What follows belongs to an exercise in optimizing a design on an open flow for small area, a short achievable clock period and few clock cycles; a production flow would make more cautious choices. RTL that was checked went through simulation tests only; none was proved equivalent to the original. No activity file was given, so power comes from the tool's default toggle rates.

// disk_seek_scheduler
module disk_seek_scheduler #(
  parameter int unsigned MAX_REQUESTS = 16
) (
  input  wire logic             clk_i,
  input  wire logic             rst_ni,
  input  wire logic             start_i,
  input  wire logic [16:0]      req_i,
  output logic                  busy_o,
  output logic                  move_valid_o,
  output logic [69:0]           move_o,
  input  wire logic             cfg_we_i,
  input  wire logic             cfg_idx_i,
  input  wire logic [15:0]      cfg_data_i
);
  localparam int NS = dss_pkg::NSlots;    
  localparam int QD = dss_pkg::QDepth;    
  function automatic logic lt16(input logic [15:0] a, input logic [15:0] b);
    logic [15:0] g1, p1;
    logic [7:0]  g2, p2;
    logic [3:0]  g3, p3;
    logic [1:0]  g4, p4;
    g1 = ~a & b; p1 = ~a | b;
    for (int k = 0; k < 8; k++) begin
      g2[k] = g1[2*k+1] | (p1[2*k+1] & g1[2*k]); p2[k] = p1[2*k+1] & p1[2*k];
    end
    for (int k = 0; k < 4; k++) begin
      g3[k] = g2[2*k+1] | (p2[2*k+1] & g2[2*k]); p3[k] = p2[2*k+1] & p2[2*k];
    end
    for (int k = 0; k < 2; k++) begin
      g4[k] = g3[2*k+1] | (p3[2*k+1] & g3[2*k]); p4[k] = p3[2*k+1] & p3[2*k];
    end
    lt16 = g4[1] | (p4[1] & g4[0]);
  endfunction
  logic [1:0]  pol_q, pol_d;
  logic [15:0] st_q, st_d;
  always_comb begin
    pol_d = pol_q; st_d = st_q;
    if (cfg_we_i) begin
  ...
make LEC_CHECK=0 CAP_MARGIN=20 CELL_PAD_IN_SITES_DETAIL_PLACEMENT=1 CORE_MARGIN=2 CORE_UTILIZATION=40 SETUP_SLACK_MARGIN=4.0 SLEW_MARGIN=20 finish   # period 7.0 ns
run.sh (not shown) runs the stock make flow with config.mk's settings and CLKGATE_MAP_FILE= SYNTH_SCRIPT=/design/flow/synth_recipe.tcl, a recipe that flattens the netlist after the stock synthesis.
Then changed:
--- a/flow/config.mk
+++ b/flow/config.mk
@@ -12 +12 @@
-export SETUP_SLACK_MARGIN = 4.0
+export SETUP_SLACK_MARGIN = 2.6
Outcome:
- The new run finished clean
- total power shrinks by 10%
- combinational power decreases by 22%
- wire length went down by 13%
- cell count shrinks by 5.5%
- global-route usage fell by 1.7 points
Then changed:
--- a/flow/config.mk
+++ b/flow/config.mk
@@ -12 +12 @@
-export SETUP_SLACK_MARGIN = 2.6
+export SETUP_SLACK_MARGIN = 3.2
Effect: The changed run finished with timing, DRC and antenna clean; final cell count increases by 0.70%; die area is unchanged; via count rose by 0.69%; sequential cell count does not change; design area grows by 0.94%; non-clock buffer count increases by 27; wire length rises by 1.6%; combinational power is higher by about 4%; total power rose by 1.1%; worst setup slack gets better by 480 ps.
Function was not checked in any run of this note: the RTL went through the layout flow alone.

pine:
disk_seek_scheduler, a different RTL version from the one above (not shown whole).
Size: roughly 3500 cells after synthesis, ~710 flip-flops.
clock: 7.0 ns
lec_check: 0
cap_margin: 20
cell_pad_in_sites_detail_placement: 1
core_margin: 2
core_utilization: 40
setup_slack_margin: 4.0
slew_margin: 20
Testbench counts of pine, summed over its fixed seeds: cycles 3,685.
diff inputs: pine => maple
# pine
export LEC_CHECK = 0
export CAP_MARGIN = 20
export CELL_PAD_IN_SITES_DETAIL_PLACEMENT = 1
export CORE_MARGIN = 2
export CORE_UTILIZATION = 40
export SETUP_SLACK_MARGIN = 4.0
export SLEW_MARGIN = 20
create_clock -name core_clock -period 7.0 [get_ports {clk_i}]
# maple
export LEC_CHECK = 0
export CAP_MARGIN = 20
export CELL_PAD_IN_SITES_DETAIL_PLACEMENT = 1
export CORE_MARGIN = 2
export CORE_UTILIZATION = 40
export CTS_BUF_LIST = sky130_fd_sc_hd__clkbuf_8 sky130_fd_sc_hd__clkbuf_16
export CTS_CLUSTER_DIAMETER = 100
export CTS_CLUSTER_SIZE = 20
export SETUP_SLACK_MARGIN = 3.6
export SLEW_MARGIN = 20
create_clock -name core_clock -period 7.0 [get_ports {clk_i}]
maple finished every stage and its layout cleared the timing, DRC and antenna checks. Looking at proportion of layout cells with a drive suffix above 1, maple sits 9.1 points lower than pine does. Looking at period utilization across maple and pine, the one that comes out lower is pine. Sequential share of layout area up 4.5 points in maple wrt pine. pine has higher clock power than maple. Sequential cell area in the final layout of pine is on par with maple. When maple is set beside pine, its number of antenna violations at the first check in global routing turns out to be 1 larger. [diff] final worst setup slack, maple relative to pine: regression.

-- re-timing with driven ports --
Ports are ideal in the flow. The routed layouts listed here were re-timed in OpenROAD. Step 1 assumes that a clkbuf_16 drives the clock port and a buf_2 every other input. Step 2 adds t to the input delays and takes it off the output delays; t is the mean of the earliest and latest rising clock arrival at the registers after step 1. Input paths then give back, and output paths get back, about the clock's delay inside the block. Three values: ideal ports, drivers, drivers and shift; two values: the first two.
run | t (ns) | setup slack, ns | worst setup path after step 2 | slew at the worst register clock pin (ns)
the first run of note 1 | 0.716 | 3.726 / 3.726 / 3.346 | input to register | 0.07 / 0.07
the second run of note 1 | 0.703 | 2.815 / 2.815 / 2.658 | input to register | 0.07 / 0.07
the third run of note 1 | 0.707 | 3.299 / 3.299 / 2.863 | input to register | 0.07 / 0.07
pine | 0.714 | 3.763 / 3.763 / 3.137 | input to register | 0.07 / 0.07
maple | 0.697 | 3.576 / 3.576 / 2.966 | input to register | 0.10 / 0.10
After both steps every run listed still meets setup and hold. The setup slack of pine, which loses most, moves by 0.000 ns with the drivers and by -0.626 ns with both steps.
